This is an optimization exercise on Yosys and OpenROAD, whose aim is small area, not a production implementation. At most, simulation tests tie the RTL to the original design; equivalence was not proved. For run 5, only the layout was checked, not whether the RTL still works. Power figures rest on the tool's default switching activity, not on a simulated workload.

### flow/flow/run.sh
#!/bin/bash
# Standard ORFS layout with the smallest port buffers, no CTS dummy loads and
# larger clock-sink clusters.
set -euo pipefail
export BUFFER_PORTS_ARGS="-buffer_cell sky130_fd_sc_hd__buf_1"
export CTS_ARGS="-sink_clustering_enable -repair_clock_nets -dont_use_dummy_load -sink_clustering_size 25 -sink_clustering_max_diameter 80"
bash standard.sh finish > flow_standard.log 2>&1
### flow/standard.sh
#!/bin/bash
# synth_recipe.tcl (not shown) runs the flow's synth.tcl, then flattens the netlist and writes it again
# the make line also repeats each setting of config.mk as NAME=value (left out here)
make -C /OpenROAD-flow-scripts/flow DESIGN_CONFIG=/design/flow/config.mk WORK_HOME=/design/flow/orfs CLKGATE_MAP_FILE= SYNTH_SCRIPT=/design/flow/synth_recipe.tcl "${@:-finish}"
### flow/config.mk
export PLATFORM = sky130hd
export DESIGN_NAME = hq_fifo_writer
export DESIGN_NICKNAME = hq_fifo_writer
export VERILOG_FILES = /design/flow/design.v
export SDC_FILE = /design/flow/constraint.sdc
export NUM_CORES = 4
export LEC_CHECK = 0
export CAP_MARGIN = 20
export CORE_MARGIN = 2
export CORE_UTILIZATION = 42
export PLACE_DENSITY = 0.6
export SLEW_MARGIN = 20
### flow/constraint.sdc
create_clock -name core_clock -period 7.0 [get_ports {clk}]
set_input_delay 1.4000 -clock core_clock [delete_from_list [all_inputs] [get_ports {clk}]]
set_output_delay 1.4000 -clock core_clock [all_outputs]
set_load 0.01 [all_outputs]
### flow/design.v
`timescale 1ns/1ps
package ccip_if_pkg;
   typedef enum logic [1:0] {
      eVC_VA  = 2'd0,
      eVC_VL0 = 2'd1,
      eVC_VH0 = 2'd2,
      eVC_VH1 = 2'd3
   } t_ccip_vc;
   typedef enum logic [1:0] {
      eCL_LEN_1 = 2'd0,
      eCL_LEN_2 = 2'd1,
      eCL_LEN_4 = 2'd3
   } t_ccip_clLen;
   typedef enum logic [3:0] {
      eREQ_WRLINE_I = 4'h0,
      eREQ_WRLINE_M = 4'h1,
      eREQ_WRPUSH_I = 4'h2,
      eREQ_WRFENCE  = 4'h4,
      eREQ_INTR     = 4'h6
   } t_ccip_c1_req;
   typedef logic [41:0]  t_ccip_clAddr;
   typedef logic [15:0]  t_ccip_mdata;
   typedef logic [511:0] t_ccip_clData;
   typedef struct packed {
      t_ccip_vc     vc_sel;
      logic         sop;
      t_ccip_clLen  cl_len;
      t_ccip_c1_req req_type;
      t_ccip_clAddr address;
      t_ccip_mdata  mdata;
   } t_ccip_c1_ReqMemHdr;
   typedef struct packed {
      t_ccip_c1_ReqMemHdr hdr;
      t_ccip_clData       data;
      logic               valid;
   } t_if_ccip_c1_Tx;
endpackage
`timescale 1ns/1ps
module hq_fifo_writer #(
   parameter int unsigned FIFO_DEPTH   = 16,
   parameter int unsigned FLUSH_CYCLES = 64
) (
   input  logic           clk,
   input  logic           rst_n,
   input  logic [63:0]    wr_addr,
   input  logic [63:0]    wr_capacity,
   input  logic [255:0]   wr_msg,
   input  logic           wr_valid,
   output logic [63:0]    wr_drops,
   output logic [63:0]    wr_head,
   input  logic           c1TxAlmFull,
   output logic [579:0]   c1_sTx
);
   localparam int unsigned AW = $clog2(FIFO_DEPTH);
   localparam int unsigned TW = (FLUSH_CYCLES > 1) ? $clog2(FLUSH_CYCLES) : 1;
   localparam logic [AW:0] PtrOne = {{AW{1'b0}}, 1'b1};
   localparam logic [1:0] StIdle = 2'd0;
   localparam logic [1:0] StHalf = 2'd1;
   localparam logic [1:0] StSend = 2'd2;
   logic [255:0]   mem_q [FIFO_DEPTH];
   logic [AW:0]    wptr_q, rptr_q;
   logic [FIFO_DEPTH-1:0] rsel_q;
   logic [1:0]     state_q;
   logic [255:0]   slot0_q, slot1_q;
   logic [TW-1:0]  timer_q;
   logic [63:0]    drops_q, head_q;
   logic [63:0]    addr_q, cap_q;
   logic           valid_q;
   logic [41:0]    hsent_q;
   logic           empty, full, push, cfg_ok, cfg_chg, rd_ok, issue;
   logic           ld0, ld1, flush, timeout;
   logic [63:0]    head_base, head_inc;
   logic [255:0]   fifo_out;
   assign empty    = (wptr_q == rptr_q);
   assign full     = (wptr_q[AW] != rptr_q[AW]) && (wptr_q[AW-1:0] == rptr_q[AW-1:0]);
   assign push     = wr_valid && !full;
   assign cfg_ok   = (wr_addr != 64'd0) && (wr_capacity >= 64'd64);
   assign cfg_chg  = (wr_addr != addr_q) || (wr_capacity != cap_q);
   assign head_base = cfg_chg ? 64'd0 : head_q;
   assign head_inc  = head_q + 64'd1;
   assign rd_ok   = !empty && cfg_ok;
   assign ld0     = (state_q == StIdle) && rd_ok;
   assign ld1     = (state_q == StHalf) && rd_ok;
   assign timeout = (timer_q == TW'(FLUSH_CYCLES - 1));
   assign flush   = (state_q == StHalf) && !rd_ok && timeout;
   assign issue   = (state_q == StSend) && !c1TxAlmFull && cfg_ok;
   always_comb begin
      fifo_out = '0;
      for (int i = 0; i < FIFO_DEPTH; i++) begin
         fifo_out = fifo_out | ({256{rsel_q[i]}} & mem_q[i]);
      end
   end
   always_ff @(posedge clk) begin
      if (push) begin
         mem_q[wptr_q[AW-1:0]] <= wr_msg;
      end
   end
   always_ff @(posedge clk) begin
      if (ld0) slot0_q <= fifo_out;
      slot1_q <= ({256{ld1}} & fifo_out) | ({256{!(ld1 || flush)}} & slot1_q);
   end
   always_ff @(posedge clk) begin
      hsent_q <= head_base[41:0];
   end
   always_ff @(posedge clk) begin
      addr_q <= wr_addr;
      cap_q  <= wr_capacity;
   end
   always_ff @(posedge clk or negedge rst_n) begin
      if (!rst_n) begin
         wptr_q  <= '0;
         rptr_q  <= '0;
         rsel_q  <= FIFO_DEPTH'(1);
         state_q <= StIdle;
         timer_q <= '0;
         drops_q <= '0;
         head_q  <= '0;
         valid_q <= 1'b0;
      end else begin
         valid_q <= issue;
         if (push) wptr_q <= wptr_q + PtrOne;
         if (ld0 || ld1) begin
            rptr_q <= rptr_q + PtrOne;
            rsel_q <= {rsel_q[FIFO_DEPTH-2:0], rsel_q[FIFO_DEPTH-1]};
         end
         drops_q <= drops_q + 64'(wr_valid && full && (drops_q != '1));
         if (cfg_chg) begin
            head_q <= (issue && (64'd64 < wr_capacity)) ? 64'd1 : 64'd0;
         end else if (issue) begin
            head_q <= ({head_inc[57:0], 6'd0} >= wr_capacity) ? 64'd0 : head_inc;
         end
         case (state_q)
            StIdle: if (ld0) state_q <= StHalf;
            StHalf: begin
               if (ld1) begin
                  timer_q <= '0;
                  state_q <= StSend;
               end else if (timeout) begin
                  timer_q <= '0;
                  state_q <= StSend;
               end else begin
                  timer_q <= timer_q + TW'(1);
               end
            end
            StSend: if (issue) state_q <= StIdle;
            default: state_q <= StIdle;
         endcase
      end
   end
   assign wr_drops = drops_q;
   assign wr_head  = head_q;
   assign c1_sTx[579:578] = ccip_if_pkg::eVC_VA;
   assign c1_sTx[577]     = 1'b1;
   assign c1_sTx[576:575] = ccip_if_pkg::eCL_LEN_1;
   assign c1_sTx[574:571] = ccip_if_pkg::eREQ_WRLINE_I;
   assign c1_sTx[570:529] = addr_q[47:6] + hsent_q;
   assign c1_sTx[528:513] = hsent_q[15:0];
   assign c1_sTx[512:1]   = {slot1_q, slot0_q};
   assign c1_sTx[0]       = valid_q;
endmodule
==> results.py, run 1 <==
metrics = {
    "layout": {
        "drive_above_1_share_pct": 5.04,
        "area_delta_synth_final_pct": 9.95,
        "fin_nets": 11200,
        "fin_area_mm2": 0.195,
    },
    "timing": {
        "finalHoldViolations": 0,
        "maxSlewHeadroom_pct": 16.2,
        "fin_crit_sh_pct": 87.2,
        "rsz0062_at_grt": "no",
        "setup_viol": 0,
        "min_period_ns": 6.10,
        "drv_slew": 0,
        "tightest_slew_ns": 1.26,
        "max_clock_freq_ghz": 0.164,
        "finClkSkew_ns": 0.153,
    },
    "critical_path": {
        "r2r_slack_ns": 1.27,
        "reg2reg_depth": 18,
        "crit_type": "flip-flop to primary output",
        "crit_fanout": 3,
        "r2r-end": "head_q[55]",
        "required_ns": 5.60,
        "end_kind": "primary output",
        "cp-start-kind": "flip-flop",
        "r2r-start": "head_q[3]",
        "cp.arrival_ns": 4.70,
    },
    "logic_synthesis": {
        "synth_flop_cell": "edfxtp_1",
        "avgSynthCellArea_um2": 18.2,
        "syn_area_mm2": 0.178,
        "synth-edff-count": 4352,
        "synth_seq_cells": 4941,
        "synth_seq_area_share_pct": 80.6,
        "synthTopCellsByArea": "edfxtp_1 74%, dfxtp_1 4.8%, a22oi_1 4.3%",
        "ys_types": 74,
        "synthCells": 9755,
        "synth_common_cells": "4,352 x edfxtp_1, 1,025 x a22oi_1, 549 x a22o_1, 512 x a221oi_1, 457 x clkbuf_1",
        "yosysTopAreaCell": "edfxtp_1",
        "yosysWarnings": 1,
        "synth_most_common_cell": "edfxtp_1",
        "synth_top_cell_area_share_pct": 73.5,
        "synth-async-reset-ratio_pct": 3.30,
    },
    "drt": {
        "drt-total-wl_um": 554000,
        "wl_per_cell_um": 33.8,
        "viasPerCell": 6.25,
        "antenna_left": 0,
        "drc": 0,
        "vias": 103000,
        "initialDrtViolationCount": 12700,
        "dr.pass1.iters": 6,
    },
    "floorplanning": {
        "fp.coreArea_mm2": 0.421,
        "die_h_um": 655,
        "die_area_mm2": 0.429,
        "die_w_um": 655,
        "rows": 238,
        "initial_utilization_pct": 42.3,
        "io_pins": 1096,
    },
    "grt": {
        "gr-total-overflow": 0,
        "grt_antenna_before_repair": 121,
        "grt_max_degree": 139,
        "grt_first_pass_wirelength_um": 767000,
        "grt_pass1_vias": 99300,
        "grtUsageTotal_pct": 25.0,
    },
    "place": {
        "gp_congestion": 0.922,
        "placed_area_mm2": 0.189,
        "port_buffers": 1086,
        "hpwl_um": 308000,
    },
    "clocking": {
        "cts.htree.levels": 4,
        "cts_resized": 0,
        "numCtsBuffers": 237,
        "cts_hold_buffers": 0,
        "cts-root-buf": "clkbuf_16",
        "insertion_delay_ns": 1.01,
        "cts_tree": "built",
        "clk_pin_slew_ns": 0.09,
        "clock_sinks": 4941,
        "cts_buffer_depth": 4,
        "cts_setup_buffers": 0,
    },
    "power_and_ir_drop": {
        "cellLeakagePower_nw": 60.0,
        "p_per_area_mw_per_mm2": 291,
        "max-vdd-ir-drop_mv": 0.320,
        "power.total_mw": 56.9,
    },
    "min_path": {
        "hold_depth": 1,
        "min_path_type": "flip-flop to flip-flop",
        "min_from": "slot1_q[191]",
        "hold_end": "slot1_q[191]",
    },
    "flow_run": {
        "drv_cap": 0,
    },
    "outcome": {
        "status": "no timing/DRC/antenna violations",
    },
}
## layer usage
metal  part of all wire (%)  GRT usage [%]
met5                  0.090              0
met4                    2.7           6.66
met3                    8.8           4.62
met2                     48           41.3
met1                     40           34.0
## worst max-delay path: stages, from the launching register on
cell	delay (ns)
dfxtp_1	0.38
ha_1	0.21
inv_1	0.06
fa_1	0.40
nor2b_1	0.13
o21a_1	0.14
o21ai_0	0.15
a211oi_1	0.70
o21ai_0	0.40
a21oi_1	0.32
o21ai_0	0.10
o311ai_0	0.50
buf_1	0.21
## power breakdown
group          switching (mW)  leakage, nW  internal [mW]
Combinational            4.86         11.9          0.987
Sequential              0.805         45.2           35.6
Clock                    8.71         2.92           6.01
Total                    14.4         60.0           42.6
## placed cells by master (no fill, tap or decap), types with 107 or more instances in the layout
| cell type | Yosys | layout |
|---|---|---|
| inv_1 | 107 | 107 |
| xnor2_1 | 240 | 240 |
| clkbuf_16 | 0 | 237 |
| and3_1 | 287 | 287 |
| dfrtp_1 | 162 | 147 |
| nand4_1 | 332 | 332 |
| a32o_1 | 257 | 257 |
| ha_1 | 108 | 108 |
| dfxtp_1 | 426 | 426 |
| buf_1 | 87 | 1085 |
| a221oi_1 | 512 | 512 |
| a22o_1 | 549 | 549 |
| buf_4 | 51 | 137 |
| edfxtp_1 | 4352 | 4352 |
| a22oi_1 | 1025 | 1025 |
## state kept, by name, indices dropped and copies added (netlist names)
register / count
cap_q: 64
rsel_q: 16
rptr_q: 5
hsent_q: 42
slot0_q: 256
state_q: 2
drops_q: 64
head_q: 64
timer_q: 6
slot1_q: 256
wptr_q: 5
addr_q: 64
valid_q: 1
mem_q: 4096
## area by class of cell
type	count	area [µm²]
repair buffers	1311	6870
well taps	5640	7060
clock buffers	237	5930
fillers	35500	225000
inverters	107	402
flip-flops and latches	4941	143000
diodes	62	155
multi-input cells	4105	31700
## logic make-up (layout without fill, tap and decap cells)
logic type,after synthesis,after routing,share of synthesized area [%]
fa+ha+maj,109,109,0.771
xor+xnor,295,295,1.45
mux,30,30,0.181
compound gates,2574,2574,11.8
buf+inv,716,1655,1.64
other cells,2,71,0.00422
simple gates,1088,1088,3.56
flops,4941,4941,80.6
## how the worst max path moves through the flow
stage | start | slack, ns | end
detailed placement | wr_capacity[15] | 1.09 | slot1_q[199]
global route | hsent_q[0] | 0.52 | c1_sTx[563]
floorplan | wr_valid | -1.39 | mem_q[12][0]
global placement | wr_capacity[15] | 1.21 | slot1_q[249]
CTS | hsent_q[0] | 0.79 | c1_sTx[563]
finish | hsent_q[0] | 0.90 | c1_sTx[563]
## per-stage QoR
stage | setup TNS, ns | hold WS, ns | instances | util (%) | worst slack (ns)
floorplan | -3524.57 | 0.461 | 9762 | - | -1.39
detailed placement | 0 | 0.453 | 16100 | 45.0 | 1.09
global placement | 0 | 0.448 | 16100 | 45.0 | 1.21
global route | 0 | 0.474 | 16400 | 46.4 | 0.517
finish | 0 | 0.468 | 16400 | 46.5 | 0.896
CTS | 0 | 0.440 | 16300 | 46.4 | 0.787
==> run 2: changes to the inputs <==
--- a/flow/design.v
+++ b/flow/design.v
@@ -60,5 +60,4 @@
    logic [255:0]   mem_q [FIFO_DEPTH];
    logic [AW:0]    wptr_q, rptr_q;
-   logic [FIFO_DEPTH-1:0] rsel_q;
    logic [1:0]     state_q;
    logic [255:0]   slot0_q, slot1_q;
@@ -88,5 +87,5 @@
       fifo_out = '0;
       for (int i = 0; i < FIFO_DEPTH; i++) begin
-         fifo_out = fifo_out | ({256{rsel_q[i]}} & mem_q[i]);
+         fifo_out = fifo_out | ({256{rptr_q[AW-1:0] == AW'(i)}} & mem_q[i]);
       end
    end
@@ -111,5 +110,4 @@
          wptr_q  <= '0;
          rptr_q  <= '0;
-         rsel_q  <= FIFO_DEPTH'(1);
          state_q <= StIdle;
          timer_q <= '0;
@@ -120,13 +118,10 @@
          valid_q <= issue;
          if (push) wptr_q <= wptr_q + PtrOne;
-         if (ld0 || ld1) begin
-            rptr_q <= rptr_q + PtrOne;
-            rsel_q <= {rsel_q[FIFO_DEPTH-2:0], rsel_q[FIFO_DEPTH-1]};
-         end
+         if (ld0 || ld1) rptr_q <= rptr_q + PtrOne;
          drops_q <= drops_q + 64'(wr_valid && full && (drops_q != '1));
          if (cfg_chg) begin
             head_q <= (issue && (64'd64 < wr_capacity)) ? 64'd1 : 64'd0;
          end else if (issue) begin
-            head_q <= ({head_inc[57:0], 6'd0} >= wr_capacity) ? 64'd0 : head_inc;
+            head_q <= ({head_inc[57:0], 6'd0} >= cap_q) ? 64'd0 : head_inc;
          end
          case (state_q)
==> run 2 against run 1 <==
Against the previous run:
- still clean
- global-route usage rose by 0.51 points
- combinational power increased to 3.4 times the previous value
- area after synthesis down 0.48%
- core utilization shrank 0.17 points
- clock skew grew 0.011 ns
- sequential share of layout area up 0.19 points
- largest power group unchanged
==> results.py, run 2 <==
metrics = {
    "timing": {
        "finalHoldViolations": 0,
        "maxSlewHeadroom_pct": 24.0,
        "finClkSkew_ns": 0.164,
        "min_period_ns": 5.94,
        "fin_crit_sh_pct": 84.9,
        "rsz0062_at_grt": "no",
        "max_clock_freq_ghz": 0.168,
        "hold_slack_ns": 0.478,
        "tightest_slew_ns": 1.13,
        "setup_viol": 0,
        "drv_slew": 0,
    },
    "power_and_ir_drop": {
        "max-vdd-ir-drop_mv": 0.299,
        "combPwrFrac_pct": 27.4,
        "p_sw_mw": 24.5,
        "p_int_mw": 48.6,
        "p_clk_share_pct": 20.2,
        "seq_power_share_pct": 52.3,
        "p_per_area_mw_per_mm2": 376,
        "switching_share_pct": 33.6,
        "cellLeakagePower_nw": 60.5,
    },
    "logic_synthesis": {
        "synth-compound-area-share_pct": 11.7,
        "synthMuxAreaShare_pct": 0.113,
        "synth_flop_cell": "edfxtp_1",
        "synth_seq_area_share_pct": 80.8,
        "yosysWarnings": 1,
        "synthCells": 9691,
        "synth_most_common_cell": "edfxtp_1",
        "synth-xor-area-share_pct": 1.48,
        "synth_common_cells": "4,352 x edfxtp_1, 939 x a22oi_1, 839 x a22o_1, 556 x a221oi_1, 426 x dfxtp_1",
        "synth-edff-count": 4352,
        "syn_area_mm2": 0.177,
        "yosysTopAreaCell": "edfxtp_1",
        "synth_top_family_by_area": "compound AO/OA/AOI/OAI gates",
        "synth-async-reset-ratio_pct": 2.98,
        "synthTopCellsByArea": "edfxtp_1 74%, dfxtp_1 4.8%, a22o_1 4.2%",
        "synthAdderAreaFrac_pct": 0.796,
        "synth_seq_cells": 4925,
        "synth_top_cell_area_share_pct": 73.9,
        "avgSynthCellArea_um2": 18.3,
        "synth-simple-area-share_pct": 3.62,
        "ys_types": 77,
    },
    "drt": {
        "wl_per_cell_um": 34.7,
        "initialDrtViolationCount": 13100,
        "antenna_left": 0,
        "viasPerCell": 6.21,
        "vias": 101000,
        "drc": 0,
        "dr.pass1.iters": 6,
        "drt-total-wl_um": 562000,
    },
    "clocking": {
        "cts_buffer_depth": 4,
        "cts_resized": 0,
        "cts-root-buf": "clkbuf_16",
        "numCtsBuffers": 240,
        "cts.htree.levels": 4,
        "cts_tree": "built",
        "insertion_delay_ns": 0.99,
        "clock_sinks": 4925,
        "cts_hold_buffers": 0,
        "cts_setup_buffers": 0,
        "clk_pin_slew_ns": 0.06,
    },
    "place": {
        "placed_area_mm2": 0.188,
        "hpwl_um": 311000,
        "port_buffers": 1086,
        "gp_congestion": 0.922,
        "dpl.cell_count": 15900,
    },
    "layout": {
        "fillers": 35400,
        "area_delta_synth_final_pct": 9.84,
        "fin_nets": 11100,
        "drive_above_1_share_pct": 4.67,
        "final_cells": 16200,
        "layout_commonest_cell": "edfxtp_1",
        "mostFrequentLayoutCells": "4,352 x edfxtp_1, 1,085 x buf_1, 939 x a22oi_1, 839 x a22o_1, 556 x a221oi_1",
        "fin_area_mm2": 0.194,
        "largest_register_ffs": 4096,
    },
    "critical_path": {
        "crit_family": "compound AO/OA/AOI/OAI gates",
        "crit_slowest_cell": "dfxtp_1",
        "r2r_slack_ns": 1.13,
        "cp-start-kind": "flip-flop",
        "r2r-end": "head_q[63]",
        "crit_fanout": 6,
        "startpoint": "hsent_q[1]",
        "critPathMaxStageDelay_ns": 0.61,
        "end_kind": "primary output",
        "cp.arrival_ns": 4.54,
        "reg2reg_depth": 19,
        "required_ns": 5.60,
        "crit_buf_inv": 1,
        "crit_type": "flip-flop to primary output",
        "crit_chain": "ha_1, a211oi_1, o211ai_1, and2_1, a41o_1, a31oi_2, o21ai_2, a311oi_1, o31ai_1, xor2_1, buf_1",
        "worstSetupPathDepth": 11,
        "r2r-start": "head_q[1]",
        "crit_path_end": "c1_sTx[566]",
    },
    "grt": {
        "grtUsageTotal_pct": 25.5,
        "grt_antenna_before_repair": 134,
        "grt_max_degree": 118,
        "grt_pass1_vias": 97100,
        "grt_first_pass_wirelength_um": 772000,
        "gr-total-overflow": 0,
    },
    "floorplanning": {
        "fp.coreArea_mm2": 0.420,
        "die_area_mm2": 0.426,
        "die_h_um": 653,
        "initial_utilization_pct": 42.1,
        "die_w_um": 653,
        "rows": 238,
        "io_pins": 1096,
    },
    "flow_run": {
        "drv_cap": 0,
    },
    "min_path": {
        "min_path_type": "flip-flop to flip-flop",
    },
    "outcome": {
        "status": "no timing/DRC/antenna violations",
    },
}
## run 2: cells by family (layout without fill, tap and decap cells)
logic type | after synthesis | count (layout)
other | 2 | 63
AND/OR/NAND/NOR | 1088 | 1088
XOR/XNOR | 299 | 299
buffers and inverters | 692 | 1626
AO/OA/AOI/OAI | 2553 | 2553
flip-flops | 4925 | 4925
adder cells (fa/ha/maj) | 112 | 112
multiplexers | 20 | 20
## run 2: layout make-up
class / instances / area, µm² / area share [%]
diodes: 54 / 135 / 0.0695
clock buffers: 240 / 6010 / 3.09
inverters: 103 / 387 / 0.199
multi-input cells: 4081 / 31400 / 16.2
flip-flops and latches: 4925 / 143000 / 73.5
well taps: 5520 / 6910 / 3.55
repair buffers: 1283 / 6610 / 3.40
## run 2: stage by stage
step / setup WS, ns / util, % / setup TNS, ns / power, mW
finish: 1.06 / 46.3 / 0 / 73.1
detailed placement: 1.09 / 44.8 / 0 / 59.1
floorplan: -1.38 / - / -3522.34 / 49.2
global route: 0.799 / 46.3 / 0 / 75.5
CTS: 1.06 / 46.3 / 0 / 73.5
global placement: 1.11 / 44.8 / 0 / 58.7
## run 2: power groups by stage
stage	registers (mW)	logic, mW	clock network, mW
after global routing	38.6	21.1	15.9
after detailed placement	38.9	20.2	0
final	38.3	20.0	14.8
after CTS	38.3	20.2	15.0
after global placement	38.8	19.9	0
after floorplan	39.9	9.23	0
## run 2: worst min path at each step
stage            startpoint           end  slack (ns)  cells after the start
6_report       slot1_q[105]  slot1_q[105]        0.48                      1
5_1_grt        slot1_q[105]  slot1_q[105]        0.49                      1
4_1_cts        slot1_q[207]  slot1_q[207]        0.48                      1
3_5_place_dp   slot1_q[218]  slot1_q[218]        0.46                      1
3_3_place_gp    slot1_q[67]   slot1_q[67]        0.46                      1
2_1_floorplan    timer_q[1]    timer_q[1]        0.47                      2
## run 2: worst register-to-register path: cells and delay by family, from the launching register on
family | cells | cell delay (ns)
adders and majority gates | 2 | 0.50
buffers and inverters | 2 | 0.53
DFF | 1 | 0.44
xor gates and xnor gates | 1 | 0.18
and+or+nand+nor | 7 | 2.11
muxes | 1 | 0.18
AOI/OAI and AO/OA | 6 | 1.88
## run 2: metal layers
layer / global-route usage, % / up-vias / routed length [µm]
met5: 0 / - / 454
met4: 8.28 / 70 / 19000
met3: 4.72 / 805 / 49700
met2: 41.5 / 5153 / 268000
met1: 34.6 / 52800 / 225000
li1: - / 41800 / -
==> run 3: changes to the inputs <==
==> flow/flow/run.sh (replaced) <==
#!/bin/bash
# Standard ORFS layout with the smallest port buffers, no CTS dummy loads and
# larger clock-sink clusters.
set -euo pipefail
export BUFFER_PORTS_ARGS="-buffer_cell sky130_fd_sc_hd__buf_1"
export CTS_ARGS="-sink_clustering_enable -repair_clock_nets -dont_use_dummy_load -sink_clustering_size 27 -sink_clustering_max_diameter 100"
bash standard.sh finish > flow_standard.log 2>&1
--- a/flow/config.mk
+++ b/flow/config.mk
@@ -6,7 +6,7 @@
 export NUM_CORES = 4
 export LEC_CHECK = 0
-export CAP_MARGIN = 20
+export CAP_MARGIN = 10
 export CORE_MARGIN = 2
 export CORE_UTILIZATION = 42
 export PLACE_DENSITY = 0.6
-export SLEW_MARGIN = 20
+export SLEW_MARGIN = 10
==> run 3 against run 2 <==
Against the previous run:
- routed wire length about the same
- largest cell class unchanged
- via count hardly changed
- still clean
- first-iteration DRC count up 3.1%
- register-to-register slack better by 0.02 ns
- combinational power is essentially flat
- non-clock buffer count unchanged
- power is 0.96% lower
==> results.py, run 3 <==
metrics = {
    "floorplanning": {
        "die_w_um": 653,
        "initial_utilization_pct": 42.1,
        "io_pins": 1096,
        "fp.coreArea_mm2": 0.420,
        "die_area_mm2": 0.426,
        "die_h_um": 653,
        "rows": 238,
    },
    "critical_path": {
        "r2r_slack_ns": 1.15,
        "crit_fanout": 6,
        "cp.arrival_ns": 4.53,
        "crit_type": "flip-flop to primary output",
        "end_kind": "primary output",
        "cp-start-kind": "flip-flop",
        "required_ns": 5.60,
    },
    "clocking": {
        "clock_sinks": 4925,
        "cts_resized": 0,
        "clk_pin_slew_ns": 0.06,
        "cts-root-buf": "clkbuf_16",
        "cts_tree": "built",
        "insertion_delay_ns": 0.99,
        "cts.htree.levels": 4,
        "numCtsBuffers": 216,
        "cts_setup_buffers": 0,
        "cts_hold_buffers": 0,
        "cts_buffer_depth": 4,
    },
    "grt": {
        "grt_max_degree": 118,
        "grt_pass1_vias": 96800,
        "grtUsageTotal_pct": 25.4,
        "gr-total-overflow": 0,
        "grt_antenna_before_repair": 135,
        "grt_first_pass_wirelength_um": 771000,
    },
    "power_and_ir_drop": {
        "max-vdd-ir-drop_mv": 0.314,
        "p_int_mw": 48.0,
        "seq_power_share_pct": 52.8,
        "switching_share_pct": 33.7,
        "combPwrFrac_pct": 27.7,
        "p_sw_mw": 24.4,
        "p_clk_share_pct": 19.5,
        "power.total_mw": 72.4,
        "p_per_area_mw_per_mm2": 374,
        "cellLeakagePower_nw": 60.2,
    },
    "timing": {
        "hold_slack_ns": 0.478,
        "rsz0062_at_grt": "no",
        "min_period_ns": 5.93,
        "finClkSkew_ns": 0.160,
        "max_clock_freq_ghz": 0.169,
        "fin_crit_sh_pct": 84.8,
        "finalHoldViolations": 0,
        "tightest_slew_ns": 1.12,
        "setup_viol": 0,
        "fin_setup_tns_ns": 0,
        "maxSlewHeadroom_pct": 25.0,
        "drv_slew": 0,
    },
    "place": {
        "hpwl_um": 311000,
        "port_buffers": 1086,
        "dpl.cell_count": 15900,
        "gp_congestion": 0.922,
    },
    "logic_synthesis": {
        "yosysTopAreaCell": "edfxtp_1",
        "synth_flop_cell": "edfxtp_1",
        "synth_most_common_cell": "edfxtp_1",
        "synth_seq_cells": 4925,
        "synthTopCellsByArea": "edfxtp_1 74%, dfxtp_1 4.8%, a22o_1 4.2%",
        "synth_common_cells": "4,352 x edfxtp_1, 939 x a22oi_1, 839 x a22o_1, 556 x a221oi_1, 426 x dfxtp_1",
        "avgSynthCellArea_um2": 18.3,
        "synth-edff-count": 4352,
        "syn_area_mm2": 0.177,
        "ys_types": 77,
        "synth-async-reset-ratio_pct": 2.98,
        "yosysWarnings": 1,
        "synth_top_cell_area_share_pct": 73.9,
        "synth_seq_area_share_pct": 80.8,
        "synthCells": 9691,
    },
    "drt": {
        "dr.pass1.iters": 6,
        "antenna_left": 0,
        "vias": 101000,
        "drt-total-wl_um": 562000,
        "drc": 0,
        "wl_per_cell_um": 34.7,
        "viasPerCell": 6.22,
        "initialDrtViolationCount": 13500,
    },
    "layout": {
        "layout_commonest_cell": "edfxtp_1",
        "fillers": 35500,
        "largest_register_ffs": 4096,
        "final_cells": 16200,
        "mostFrequentLayoutCells": "4,352 x edfxtp_1, 1,085 x buf_1, 939 x a22oi_1, 839 x a22o_1, 556 x a221oi_1",
        "drive_above_1_share_pct": 4.45,
        "fin_nets": 11100,
        "fin_util_pct": 46.1,
        "area_delta_synth_final_pct": 9.51,
    },
    "outcome": {
        "status": "no timing/DRC/antenna violations",
    },
    "min_path": {
        "min_path_type": "flip-flop to flip-flop",
    },
    "flow_run": {
        "drv_cap": 0,
    },
}
[run 3: cell types whose count changed in the layout (fill, tap and decap cells not counted)]
cell,previous run,this run
clkbuf_16,240,216
diode_2,54,60
nor4_1,56,57
nor4_2,2,1
[run 3: cell type report]
class / instances / area [µm²] / area share [%]
clock buffers: 216 / 5410 / 2.79
flip-flops and latches: 4925 / 143000 / 73.7
well taps: 5520 / 6910 / 3.56
multi-input cells: 4081 / 31400 / 16.2
repair buffers: 1283 / 6610 / 3.41
inverters: 103 / 387 / 0.200
diodes: 60 / 150 / 0.0775
[run 3: kinds of logic after synthesis]
kind of cell	count (synthesis)	synth area share, %
compound gates	2553	11.7
xor+xnor	299	1.48
fa+ha+maj	112	0.796
buf+inv	692	1.57
flops	4925	80.8
mux	20	0.113
other cells	2	0.00424
simple gates	1088	3.62
[run 3: final timing paths]
| check | from | to | cells after the start |
|---|---|---|---|
| min in group asynchronous | rst_n | drops_q[21] | 1 |
| setup reg to reg | head_q[1] | head_q[44] | 19 |
| max in group asynchronous | rst_n | head_q[16] | 2 |
| setup / recovery | hsent_q[1] | c1_sTx[566] | 11 |
| hold reg to reg | slot1_q[230] | slot1_q[230] | 1 |
| hold / removal | slot1_q[230] | slot1_q[230] | 1 |
[run 3: through the flow]
stage / setup slack, ns / instance area (µm²)
after global placement: 1.11 / 188000
final: 1.07 / 194000
after floorplan: -1.38 / 177000
after detailed placement: 1.07 / 188000
after CTS: 1.08 / 194000
after global routing: 0.852 / 194000
[run 3: critical path: stages, from the launching register on]
cell	delay (ns)
dfxtp_1	0.60
ha_1	0.33
a211oi_1	0.37
o211ai_1	0.15
and2_1	0.20
a41o_1	0.33
a31oi_2	0.31
o21ai_2	0.17
a311oi_1	0.56
o31ai_1	0.15
xor2_1	0.14
buf_1	0.33
[run 3: layer usage]
layer  vias up  GRT usage (%)  share of wire [%]
li1      41700              -                  -
met1     53100           34.6                 40
met2      5036           41.3                 48
met3       819           4.54                8.7
met4        68           8.59                3.5
met5         -              0              0.080
[run 3: power groups by stage]
stage / registers [mW] / clock network, mW / logic [mW]
after global placement: 38.8 / 0 / 19.9
after CTS: 38.3 / 14.3 / 20.2
after detailed placement: 38.9 / 0 / 20.2
after floorplan: 39.9 / 0 / 9.23
after global routing: 38.6 / 15.2 / 21.0
final: 38.3 / 14.1 / 20.0
==> run 4: changes to the inputs <==
==> flow/flow/run.sh (replaced) <==
#!/bin/bash
# Standard ORFS layout with the smallest port buffers, no CTS dummy loads and
# larger clock-sink clusters.
set -euo pipefail
export BUFFER_PORTS_ARGS="-buffer_cell sky130_fd_sc_hd__buf_1"
export CTS_ARGS="-sink_clustering_enable -repair_clock_nets -dont_use_dummy_load -sink_clustering_size 30 -sink_clustering_max_diameter 90"
bash standard.sh finish > flow_standard.log 2>&1
--- a/flow/config.mk
+++ b/flow/config.mk
@@ -6,7 +6,7 @@
 export NUM_CORES = 4
 export LEC_CHECK = 0
-export CAP_MARGIN = 10
+export CAP_MARGIN = 5
 export CORE_MARGIN = 2
 export CORE_UTILIZATION = 42
 export PLACE_DENSITY = 0.6
-export SLEW_MARGIN = 10
+export SLEW_MARGIN = 5
==> run 4 against run 3 <==
Against the previous run:
- first-iteration DRC count is 0.81% lower
- non-clock buffer count is the same
- worst hold slack about the same
- fmax about the same
- die area unchanged
- sequential share of layout area rose by 0.11 points
- combinational power hardly changed
- flip-flop and latch count unchanged
- critical path depth did not move
- synthesized cell count unchanged
- global-route usage hardly changed
==> results.py, run 4 <==
metrics = {
    "outcome": {
        "status": "no timing/DRC/antenna violations",
    },
    "logic_synthesis": {
        "syn_area_mm2": 0.177,
        "ys_types": 77,
        "synth-async-reset-ratio_pct": 2.98,
        "synth_flop_cell": "edfxtp_1",
        "synthCells": 9691,
        "synth_common_cells": "4,352 x edfxtp_1, 939 x a22oi_1, 839 x a22o_1, 556 x a221oi_1, 426 x dfxtp_1",
        "synth_seq_cells": 4925,
        "yosysWarnings": 1,
        "synth-edff-count": 4352,
        "avgSynthCellArea_um2": 18.3,
        "synthTopCellsByArea": "edfxtp_1 74%, dfxtp_1 4.8%, a22o_1 4.2%",
        "synth_most_common_cell": "edfxtp_1",
        "synth_top_cell_area_share_pct": 73.9,
        "yosysTopAreaCell": "edfxtp_1",
        "synth_seq_area_share_pct": 80.8,
    },
    "power_and_ir_drop": {
        "cellLeakagePower_nw": 60.1,
        "seq_power_share_pct": 53.1,
        "max-vdd-ir-drop_mv": 0.310,
        "p_clk_share_pct": 19.1,
        "p_per_area_mw_per_mm2": 373,
        "combPwrFrac_pct": 27.8,
        "switching_share_pct": 33.8,
        "p_sw_mw": 24.3,
        "p_int_mw": 47.7,
    },
    "drt": {
        "initialDrtViolationCount": 13400,
        "wl_per_cell_um": 34.8,
        "antenna_left": 0,
        "drc": 0,
        "drt-total-wl_um": 562000,
        "viasPerCell": 6.22,
        "dr.pass1.iters": 5,
        "vias": 101000,
    },
    "floorplanning": {
        "die_h_um": 653,
        "fp.coreArea_mm2": 0.420,
        "die_area_mm2": 0.426,
        "io_pins": 1096,
        "die_w_um": 653,
        "initial_utilization_pct": 42.1,
        "rows": 238,
    },
    "clocking": {
        "insertion_delay_ns": 0.97,
        "cts_setup_buffers": 0,
        "clk_pin_slew_ns": 0.07,
        "cts-root-buf": "clkbuf_16",
        "cts_tree": "built",
        "cts_resized": 0,
        "cts_hold_buffers": 0,
        "cts.htree.levels": 4,
        "clock_sinks": 4925,
        "numCtsBuffers": 205,
        "cts_buffer_depth": 4,
    },
    "timing": {
        "rsz0062_at_grt": "no",
        "hold_slack_ns": 0.478,
        "worst_slack_ns": 1.07,
        "max_clock_freq_ghz": 0.169,
        "setup_viol": 0,
        "min_period_ns": 5.93,
        "finalHoldViolations": 0,
        "maxSlewHeadroom_pct": 18.6,
        "tightest_slew_ns": 1.22,
        "drv_slew": 0,
        "finClkSkew_ns": 0.103,
        "fin_crit_sh_pct": 84.7,
    },
    "layout": {
        "fin_area_mm2": 0.193,
        "largest_register_ffs": 4096,
        "mostFrequentLayoutCells": "4,352 x edfxtp_1, 1,085 x buf_1, 939 x a22oi_1, 839 x a22o_1, 556 x a221oi_1",
        "final_cells": 16200,
        "area_delta_synth_final_pct": 9.35,
        "fin_nets": 11100,
        "drive_above_1_share_pct": 4.35,
        "layout_commonest_cell": "edfxtp_1",
    },
    "place": {
        "hpwl_um": 311000,
        "gp_congestion": 0.922,
        "pre_cts_ws_ns": 1.07,
        "dpl.cell_count": 15900,
        "placed_area_mm2": 0.188,
        "port_buffers": 1086,
    },
    "flow_run": {
        "drv_cap": 0,
    },
    "min_path": {
        "min_from": "slot1_q[230]",
        "hold_end": "slot1_q[230]",
        "hold_depth": 1,
        "min_path_type": "flip-flop to flip-flop",
    },
    "critical_path": {
        "crit_type": "flip-flop to primary output",
        "cp-start-kind": "flip-flop",
        "crit_fanout": 6,
        "r2r-start": "head_q[1]",
        "reg2reg_depth": 19,
        "end_kind": "primary output",
        "r2r_slack_ns": 1.16,
        "required_ns": 5.60,
        "cp.arrival_ns": 4.53,
        "r2r-end": "head_q[59]",
    },
    "grt": {
        "grt_max_degree": 118,
        "grt_antenna_before_repair": 132,
        "grt_pass1_vias": 96400,
        "grtUsageTotal_pct": 25.4,
        "grt_first_pass_wirelength_um": 770000,
        "gr-total-overflow": 0,
    },
}
## run 4: power groups by stage
stage	Clock, mW	Combinational, mW	Sequential [mW]
final	13.8	20.0	38.3
after global routing	14.9	21.1	38.6
after CTS	14.0	20.2	38.3
after detailed placement	0	20.2	38.9
after floorplan	0	9.23	39.9
after global placement	0	19.9	38.8
## run 4: worst max-delay path, cell delays in order (launching register included)
cell and delay (ns):
dfxtp_1 0.60, ha_1 0.33, a211oi_1 0.34, o211ai_1 0.15, and2_1 0.20, a41o_1 0.33, a31oi_2 0.31, o21ai_2 0.17
a311oi_1 0.55, o31ai_1 0.15, xor2_1 0.14, buf_1 0.30
## run 4: logic make-up (layout without fill, tap and decap cells)
family	count (synthesis)	count (layout)	synth area share (%)
compound gates	2553	2553	11.7
xor+xnor	299	299	1.48
mux	20	20	0.113
fa+ha+maj	112	112	0.796
flops	4925	4925	80.8
simple gates	1088	1088	3.62
buf+inv	692	1591	1.57
other cells	2	68	0.00424
## run 4: per-layer routing
metal	GRT usage [%]	up-vias	share of wire [%]
met1	34.5	53100	40
met3	4.75	763	8.7
met4	7.88	64	3.2
met2	41.6	4953	48
li1	-	41700	-
met5	0	-	0.075
## run 4: worst max-delay path by stage
stage / startpoint / end / slack (ns) / depth (start not counted)
final: hsent_q[1] / c1_sTx[566] / 1.07 / 11
after global routing: head_q[0] / head_q[56] / 0.87 / 19
after CTS: hsent_q[1] / c1_sTx[568] / 1.01 / 11
after detailed placement: head_q[1] / head_q[59] / 1.07 / 19
after global placement: head_q[0] / head_q[60] / 1.11 / 19
after floorplan: wr_valid / mem_q[12][0] / -1.38 / 4
## run 4: final cells by class
class / count / area (µm²)
flip-flops and latches: 4925 / 143000
multi-input cells: 4081 / 31400
inverters: 103 / 387
repair buffers: 1283 / 6610
well taps: 5520 / 6910
clock buffers: 205 / 5130
diodes: 59 / 148
fillers: 35500 / 226000
## run 4: through the flow
stage / TNS, ns / total power [mW] / utilization, %
after detailed placement: 0 / 59.1 / 44.8
after floorplan: -3522.34 / 49.2 / -
after CTS: 0 / 72.5 / 46.0
after global placement: 0 / 58.7 / 44.8
after global routing: 0 / 74.5 / 46.1
final: 0 / 72.1 / 46.1
==> run 5: changes to the inputs <==
--- a/flow/design.v
+++ b/flow/design.v
@@ -74,4 +74,10 @@
    assign full     = (wptr_q[AW] != rptr_q[AW]) && (wptr_q[AW-1:0] == rptr_q[AW-1:0]);
    assign push     = wr_valid && !full;
+   always_comb begin
+      fifo_out = '0;
+      for (int i = 0; i < FIFO_DEPTH; i++) begin
+         fifo_out = fifo_out | ({256{rptr_q[AW-1:0] == AW'(i) && !flush}} & mem_q[i]);
+      end
+   end
    assign cfg_ok   = (wr_addr != 64'd0) && (wr_capacity >= 64'd64);
    assign cfg_chg  = (wr_addr != addr_q) || (wr_capacity != cap_q);
@@ -84,10 +90,4 @@
    assign flush   = (state_q == StHalf) && !rd_ok && timeout;
    assign issue   = (state_q == StSend) && !c1TxAlmFull && cfg_ok;
-   always_comb begin
-      fifo_out = '0;
-      for (int i = 0; i < FIFO_DEPTH; i++) begin
-         fifo_out = fifo_out | ({256{rptr_q[AW-1:0] == AW'(i)}} & mem_q[i]);
-      end
-   end
    always_ff @(posedge clk) begin
       if (push) begin
@@ -97,5 +97,5 @@
    always_ff @(posedge clk) begin
       if (ld0) slot0_q <= fifo_out;
-      slot1_q <= ({256{ld1}} & fifo_out) | ({256{!(ld1 || flush)}} & slot1_q);
+      if (ld1 || flush) slot1_q <= fifo_out;
    end
    always_ff @(posedge clk) begin
@@ -119,9 +119,9 @@
          if (push) wptr_q <= wptr_q + PtrOne;
          if (ld0 || ld1) rptr_q <= rptr_q + PtrOne;
-         drops_q <= drops_q + 64'(wr_valid && full && (drops_q != '1));
+         if (wr_valid && full && (drops_q != '1)) drops_q <= drops_q + 64'd1;
          if (cfg_chg) begin
             head_q <= (issue && (64'd64 < wr_capacity)) ? 64'd1 : 64'd0;
          end else if (issue) begin
-            head_q <= ({head_inc[57:0], 6'd0} >= cap_q) ? 64'd0 : head_inc;
+            head_q <= ({head_inc[57:0], 6'd0} >= wr_capacity) ? 64'd0 : head_inc;
          end
          case (state_q)
==> flow/flow/run.sh (replaced) <==
#!/bin/bash
# Standard ORFS layout with the smallest port buffers, no CTS dummy loads and
# larger clock-sink clusters.
set -euo pipefail
export BUFFER_PORTS_ARGS="-buffer_cell sky130_fd_sc_hd__buf_1"
export CTS_ARGS="-sink_clustering_enable -repair_clock_nets -dont_use_dummy_load -sink_clustering_size 25 -sink_clustering_max_diameter 80"
bash standard.sh finish > flow_standard.log 2>&1
--- a/flow/config.mk
+++ b/flow/config.mk
@@ -6,7 +6,7 @@
 export NUM_CORES = 4
 export LEC_CHECK = 0
-export CAP_MARGIN = 5
+export CAP_MARGIN = 20
 export CORE_MARGIN = 2
-export CORE_UTILIZATION = 42
-export PLACE_DENSITY = 0.6
-export SLEW_MARGIN = 5
+export CORE_UTILIZATION = 50
+export PLACE_DENSITY = 0.62
+export SLEW_MARGIN = 20
==> run 5 against run 4 <==
Against the previous run:
- combinational power is 4% higher
- worst hold slack improved by 0.012 ns
- design area increased by 1.9%
- highest routed layer unchanged
- routed wire length is 2.2% lower
- largest power group unchanged
- clock skew shrank 0.018 ns
==> results.py, run 5 <==
metrics = {
    "outcome": {
        "status": "no timing/DRC/antenna violations",
    },
    "power_and_ir_drop": {
        "p_per_area_mw_per_mm2": 381,
        "max-vdd-ir-drop_mv": 0.396,
        "cellLeakagePower_nw": 62.7,
    },
    "timing": {
        "tightest_slew_ns": 1.36,
        "finClkSkew_ns": 0.0843,
        "drv_slew": 0,
        "worst_slack_ns": 0.420,
        "hold_slack_ns": 0.491,
        "finalHoldViolations": 0,
        "rsz0062_at_grt": "no",
        "setup_viol": 0,
        "fin_setup_tns_ns": 0,
        "max_clock_freq_ghz": 0.152,
        "maxSlewHeadroom_pct": 9.10,
        "fin_crit_sh_pct": 94.0,
        "min_period_ns": 6.58,
    },
    "drt": {
        "vias": 101000,
        "dr.pass1.iters": 8,
        "drt-total-wl_um": 550000,
        "drc": 0,
        "viasPerCell": 6.37,
        "wl_per_cell_um": 34.6,
        "antenna_left": 0,
        "initialDrtViolationCount": 13500,
    },
    "logic_synthesis": {
        "synth-edff-count": 4608,
        "avgSynthCellArea_um2": 18.0,
        "syn_area_mm2": 0.180,
        "synth_seq_area_share_pct": 80.8,
        "synthTopCellsByArea": "edfxtp_1 77%, a22oi_1 2.9%, dfrtp_1 2.0%",
        "synth_common_cells": "4,608 x edfxtp_1, 707 x a22oi_1, 521 x nand2_1, 366 x a221oi_1, 354 x clkbuf_1",
        "yosysTopAreaCell": "edfxtp_1",
        "synth_seq_cells": 4925,
        "yosysWarnings": 1,
        "ys_types": 82,
        "synth_flop_cell": "edfxtp_1",
        "synth-async-reset-ratio_pct": 2.98,
        "synth_top_cell_area_share_pct": 76.8,
        "synth_most_common_cell": "edfxtp_1",
        "synthCells": 10000,
    },
    "layout": {
        "area_delta_synth_final_pct": 9.54,
        "drive_above_1_share_pct": 6.09,
        "fillers": 27900,
        "mostFrequentLayoutCells": "4,608 x edfxtp_1, 1,085 x buf_1, 707 x a22oi_1, 519 x nand2_1, 366 x a221oi_1",
        "largest_register_ffs": 4096,
        "final_cells": 15900,
        "layout_commonest_cell": "edfxtp_1",
        "fin_nets": 11500,
    },
    "critical_path": {
        "r2r-start": "head_q[11]",
        "cp.arrival_ns": 5.18,
        "crit_chain": "ha_1, a211oi_1, o21ai_1, a31oi_1, a21oi_1, o311ai_1, a21oi_1, o31ai_1, buf_4, a31oi_1, buf_4, nor4b_1, a311o_1, buf_1",
        "end_kind": "primary output",
        "crit_type": "flip-flop to primary output",
        "required_ns": 5.60,
        "crit_family": "compound AO/OA/AOI/OAI gates",
        "r2r_slack_ns": 1.45,
        "crit_buf_inv": 3,
        "crit_fanout": 6,
        "cp-start-kind": "flip-flop",
        "worstSetupPathDepth": 14,
        "crit_slowest_cell": "o311ai_1",
        "critPathMaxStageDelay_ns": 0.69,
        "r2r-end": "head_q[19]",
        "reg2reg_depth": 19,
    },
    "clocking": {
        "cts_tree": "built",
        "cts-root-buf": "clkbuf_16",
        "cts_setup_buffers": 0,
        "numCtsBuffers": 235,
        "insertion_delay_ns": 0.99,
        "clock_sinks": 4925,
        "cts.htree.levels": 4,
        "clk_pin_slew_ns": 0.10,
        "cts_hold_buffers": 0,
        "cts_resized": 0,
        "cts_buffer_depth": 4,
    },
    "place": {
        "port_buffers": 1086,
        "pre_cts_ws_ns": 0.488,
        "hpwl_um": 319000,
        "dpl.cell_count": 15600,
        "gp_congestion": 0.937,
    },
    "min_path": {
        "hold_depth": 1,
        "hold_end": "wptr_q[4]",
        "min_from": "wptr_q[4]",
        "min_path_type": "flip-flop to flip-flop",
    },
    "floorplanning": {
        "die_h_um": 604,
        "io_pins": 1096,
        "die_w_um": 604,
        "fp.coreArea_mm2": 0.359,
        "rows": 220,
        "die_area_mm2": 0.365,
        "initial_utilization_pct": 50.2,
    },
    "grt": {
        "grt_pass1_vias": 98100,
        "gr-total-overflow": 0,
        "grt_first_pass_wirelength_um": 758000,
        "grtUsageTotal_pct": 29.5,
        "grt_max_degree": 148,
        "grt_antenna_before_repair": 134,
    },
    "flow_run": {
        "drv_cap": 0,
    },
}
## run 5: layout make-up
cell class              instances  area (µm²)  area share, %
inverters                      91         342          0.173
multi-input cells            4449       32300           16.4
well taps                    4773        5970           3.03
flip-flops and latches       4925      145000           73.7
clock buffers                 235        5880           2.98
diodes                         66         165         0.0837
repair buffers               1341        7100           3.60
## run 5: metrics by stage
stage	area (µm²)	total power, mW	util, %
after detailed placement	191000	61.2	53.3
after CTS	197000	75.4	54.9
final	197000	75.1	55.0
after global placement	191000	60.8	53.3
after floorplan	180000	51.2	-
after global routing	197000	77.6	55.0
## run 5: worst max path at each step
| stage | from | to | slack [ns] |
|---|---|---|---|
| 2_1_floorplan | wr_valid | mem_q[0][0] | -3.09 |
| 3_3_place_gp | wr_addr[53] | slot0_q[197] | 0.52 |
| 3_5_place_dp | wr_addr[54] | slot1_q[38] | 0.49 |
| 4_1_cts | addr_q[6] | c1_sTx[568] | 0.31 |
| 5_1_grt | addr_q[6] | c1_sTx[566] | 0.20 |
| 6_report | addr_q[6] | c1_sTx[568] | 0.42 |
## run 5: kinds of logic (layout without fill, tap and decap cells)
family | Yosys count | after routing | synth area share [%]
simple gates | 1532 | 1532 | 4.24
flops | 4925 | 4925 | 80.8
buf+inv | 633 | 1667 | 1.47
mux | 363 | 363 | 2.29
fa+ha+maj | 111 | 111 | 0.775
xor+xnor | 293 | 293 | 1.43
other cells | 2 | 75 | 0.00417
compound gates | 2141 | 2141 | 9.02
## run 5: metal layers
layer | wire length [µm] | vias to the layer above | GRT usage (%)
li1 | - | 42400 | -
met1 | 211000 | 52800 | 39.0
met2 | 269000 | 5074 | 48.6
met3 | 47100 | 849 | 5.01
met4 | 22300 | 68 | 12.1
met5 | 437 | - | 0
## run 5: where the power goes
part | total (mW) | internal [mW] | leakage, nW | switching [mW]
logic | 20.8 | 5.63 | 14.4 | 15.2
clock network | 14.6 | 5.97 | 2.90 | 8.64
registers | 39.7 | 38.0 | 45.3 | 1.67
total | 75.1 | 49.6 | 62.7 | 25.5
## run 5: worst reg2reg max path, stage by stage (launching register included)
cell	delay [ns]
dfrtp_1	0.66
and3_1	0.27
and4_1	0.30
and3_1	0.44
nand4_1	0.40
inv_1	0.17
nand3_1	0.12
nor2_1	0.14
xor2_1	0.31
ha_1	0.19
nand4_1	0.13
nor2_1	0.16
and2_1	0.20
nand4_1	0.28
a21oi_1	0.54
a221o_2	0.27
buf_4	0.37
a21oi_1	0.15
o21ai_0	0.20
o31ai_1	0.10

-- separate check: timing with driven ports --
No port has a modelled driver above. Below, the same layouts with a new extraction and two added sets of constraints. Step 1, drivers: a clkbuf_16 drives clk and a buf_2 each remaining input, both assumed. Step 2 also shifts input and output timing later by t, the mid clock arrival at the registers, as if the neighbouring blocks saw the same clock. Three values: ideal, step 1, step 2; two values: the first two.
run | t (ns) | setup WS [ns] | worst hold slack (ns) | latest minus earliest clock arrival (ns) | pins driven straight from the clock port
run 1 | 1.052 | 0.896 / 0.782 / 0.959 | 0.468 / 0.468 / 0.468 | 0.160 / 0.159 | 1
run 2 | 1.055 | 1.058 / 0.940 / 1.007 | 0.478 / 0.478 / 0.478 | 0.221 / 0.221 | 1
run 3 | 1.057 | 1.067 / 0.948 / 1.149 | 0.478 / 0.473 / 0.478 | 0.213 / 0.213 | 1
run 4 | 1.048 | 1.071 / 0.956 / 1.128 | 0.478 / 0.449 / 0.478 | 0.140 / 0.139 | 1
run 5 | 1.074 | 0.420 / 0.304 / 0.336 | 0.491 / 0.485 / 0.491 | 0.106 / 0.106 | 1
After both steps every run listed still meets setup and hold. The setup slack of run 5, which loses most, moves by -0.116 ns with the drivers and by -0.084 ns with both steps.
